Source: an optimization exercise on an open RTL-to-GDS flow (aim: small area and a short achievable clock period). Production flows keep margins and buffers that such runs may drop. Function was checked by simulation only, so behaviour that the tests miss may differ from the original. Power figures rest on the tool's default switching activity, not on a simulated workload.

maple:
==> flow/design.v (excerpt) <==
module rv32i_core (
    input  logic                 clk,
    input  logic                 reset,
    input  rv32i_pkg::word_t     inst,
    input  logic                 inst_valid,
    output logic                 wb_valid,
    output rv32i_pkg::reg_addr_t wb_rd,
    output rv32i_pkg::word_t     wb_result,
    output rv32i_pkg::word_t     ex_result
);
    logic             dec_ok, use_a, use_b, inv_b, sra;
    logic             s_add, s_p, s_g, s_sl, s_sr, s_lt, lt_signed;
    rv32i_pkg::word_t imm;
    logic                 ex_valid;
    rv32i_pkg::reg_addr_t ex_rd;
    rv32i_pkg::word_t     ex_p, ex_g;
    logic                 ex_inv_b, ex_fill;
    logic                 ex_s_add, ex_s_p, ex_s_g, ex_s_sl, ex_s_sr, ex_s_lt, ex_lt_signed;
    logic [31:1]      sel_a, sel_b;
    logic             fwd_a, fwd_b;
    rv32i_pkg::word_t rd_a, rd_b, op_a, op_b, op_bx, op_a_rev;
    logic [31:1]      ex_hit;
    logic [4:0]       ex_sh;
    always_comb begin
        for (int i = 1; i < 32; i++)
            ex_hit[i] = ex_valid && (ex_rd == i);
    end
    decode_stage decode_inst (
        .inst(inst),
        .ok(dec_ok),
        .use_a(use_a),
        .use_b(use_b),
        .imm(imm),
        .inv_b(inv_b),
        .s_add(s_add),
        .s_p(s_p),
        .s_g(s_g),
        .s_sl(s_sl),
        .s_sr(s_sr),
        .s_lt(s_lt),
        .lt_signed(lt_signed),
        .sra(sra)
    );
    forwarding_unit fwd_a_inst (
        .src(inst[19:15]),
        .ex_hit(ex_hit),
        .sel_reg(sel_a),
        .sel_ex(fwd_a)
    );
    forwarding_unit fwd_b_inst (
        .src(inst[24:20]),
        .ex_hit(ex_hit),
        .sel_reg(sel_b),
        .sel_ex(fwd_b)
    );
    register_file register_file_inst (
        .clk(clk),
        .reset(reset),
        .sel_a(sel_a),
        .sel_b(sel_b),
        .rd_a(rd_a),
        .rd_b(rd_b),
        .wr_en(ex_hit),
        .wr_data(ex_result)
    );
    assign op_a = {32{use_a}} & (rd_a | ({32{fwd_a}} & ex_result));
    assign op_b = use_b ? (rd_b | ({32{fwd_b}} & ex_result)) : imm;
    assign op_bx = inv_b ? ~op_b : op_b;
    always_comb begin
        for (int i = 0; i < 32; i++)
            op_a_rev[i] = op_a[31-i];
    end
    always_ff @(posedge clk) begin
        if (reset)
            ex_valid <= 1'b0;
        else
  ...
Size: ~3,400 cells after synthesis, roughly 1,100 flip-flops, ~110 I/O pins, ~50,000 um2 of cells after synthesis.
clock: 8.5 ns
lec_check: 0
cap_margin: 20
cell_pad_in_sites_detail_placement: 1
cell_pad_in_sites_global_placement: 2
core_margin: 2
core_utilization: 36
place_density: 0.56
setup_slack_margin: 4
slew_margin: 20
synth_hierarchical: 1
synth_minimum_keep_size: 0
standard.sh (not shown) runs the stock make flow with config.mk's settings and CLKGATE_MAP_FILE= SYNTH_SCRIPT=/design/flow/synth_recipe.tcl, a recipe that flattens the netlist after the stock synthesis.
==> flow/flow/run.sh <==
#!/bin/bash
set -euo pipefail
here=$(pwd)
bash standard.sh \
  "BUFFER_PORTS_ARGS=-buffer_cell sky130_fd_sc_hd__buf_4" \
  "FASTROUTE_TCL=$here/flow/fastroute.tcl" \
  "CTS_ARGS=-sink_clustering_enable -repair_clock_nets -sink_clustering_size 20 -sink_clustering_max_diameter 80 -buf_list sky130_fd_sc_hd__clkbuf_16 -dont_use_dummy_load" \
  finish > standard.log 2>&1
==> flow/flow/fastroute.tcl <==
# Global routing layers and capacity derating. met1 and met2 carry most pin
# access, so they are derated more than the platform's flat 0.2, which pushes
# longer routes up to met3 and met4 and leaves room for the detailed router.
set_global_routing_layer_adjustment met1 0.45
set_global_routing_layer_adjustment met2 0.35
set_global_routing_layer_adjustment met3-$::env(MAX_ROUTING_LAYER) 0.2

set_routing_layers -clock $::env(MIN_CLK_ROUTING_LAYER)-$::env(MAX_ROUTING_LAYER)
set_routing_layers -signal $::env(MIN_ROUTING_LAYER)-$::env(MAX_ROUTING_LAYER)
Input changes introduced in quartz (baseline for comparison: maple):
==> flow/flow/run.sh <==
#!/bin/bash
set -euo pipefail
here=$(pwd)
bash standard.sh \
  "BUFFER_PORTS_ARGS=-buffer_cell sky130_fd_sc_hd__buf_4" \
  "FASTROUTE_TCL=$here/flow/fastroute.tcl" \
  "CTS_ARGS=-sink_clustering_enable -repair_clock_nets -sink_clustering_size 25 -sink_clustering_max_diameter 100 -buf_list sky130_fd_sc_hd__clkbuf_16 -dont_use_dummy_load" \
  finish > standard.log 2>&1
-- flow/config.mk --
<<< maple, line 12
export CORE_UTILIZATION = 36
export PLACE_DENSITY = 0.56
>>> quartz, line 12
export CORE_UTILIZATION = 30
export PLACE_DENSITY = 0.5
Notes after the runs:
- Diff maple -> quartz: cell internal power dissipation has decreased; die area has increased; non-clock buffer count has decreased; global-route usage has decreased.
- The layout filler cell count reported for quartz is greater than that of maple by 25%.
- Floorplan die height, quartz vs maple: up by a little under 10%
- Wire length on met2 was lower in maple than in quartz.
- Summary of quartz over maple: via count +151; power down 0.42 mW; setup slack after layout picked up an extra 0.038 ns.
Inputs modified between quartz and juniper:
==> flow/flow/run.sh <==
#!/bin/bash
set -euo pipefail
here=$(pwd)
bash standard.sh \
  "BUFFER_PORTS_ARGS=-buffer_cell sky130_fd_sc_hd__buf_4" \
  "FASTROUTE_TCL=$here/flow/fastroute.tcl" \
  "CTS_ARGS=-sink_clustering_enable -repair_clock_nets -sink_clustering_size 20 -sink_clustering_max_diameter 80 -buf_list sky130_fd_sc_hd__clkbuf_16 -dont_use_dummy_load" \
  finish > standard.log 2>&1
-- flow/config.mk --
<<< quartz, line 14
export SETUP_SLACK_MARGIN = 4
>>> juniper, line 14
export SETUP_SLACK_MARGIN = 3.75
Going from quartz to juniper, final non-filler cell area fell by 220 um2; flip-flop and latch area stayed essentially flat; reported combinational group power fell by about 4%; number of DRC violations after detailed-routing iteration 0 fell by about 0.47%.
juniper against quartz: share of the clock period used by the worst path went up by 0.71 points; relative slew slack now sits lower; vias per cell saw a decrease.

what the ideal ports hide:
No port has a modelled driver above. Below, the same layouts with a new extraction and two added sets of constraints. Step 1: set_driving_cell puts a clkbuf_16 on clk and a buf_2 on each other input, an assumption about the parent block. Step 2 adds t to the input delays and takes it off the output delays; t is the mean of the earliest and latest rising clock arrival at the registers after step 1. Input paths then give back, and output paths get back, about the clock's delay inside the block. Three values: ideal, step 1, step 2; two values: the first two.
| run | t, ns | setup WS [ns] | hold WS [ns] | worst setup path after step 2 | cell pins on the clock port's net |
|---|---|---|---|---|---|
| maple | 0.750 | 3.375 / 3.296 / 3.286 | 0.409 / 0.409 / 0.409 | input to register | 1 |
| quartz | 0.760 | 3.413 / 3.337 / 3.279 | 0.405 / 0.405 / 0.405 | input to register | 1 |
| juniper | 0.791 | 3.352 / 3.261 / 3.028 | 0.398 / 0.398 / 0.398 | input to register | 1 |
After both steps setup and hold are still met in every run listed. The setup slack of juniper, which loses most, moves by -0.091 ns with the drivers and by -0.324 ns with both steps.
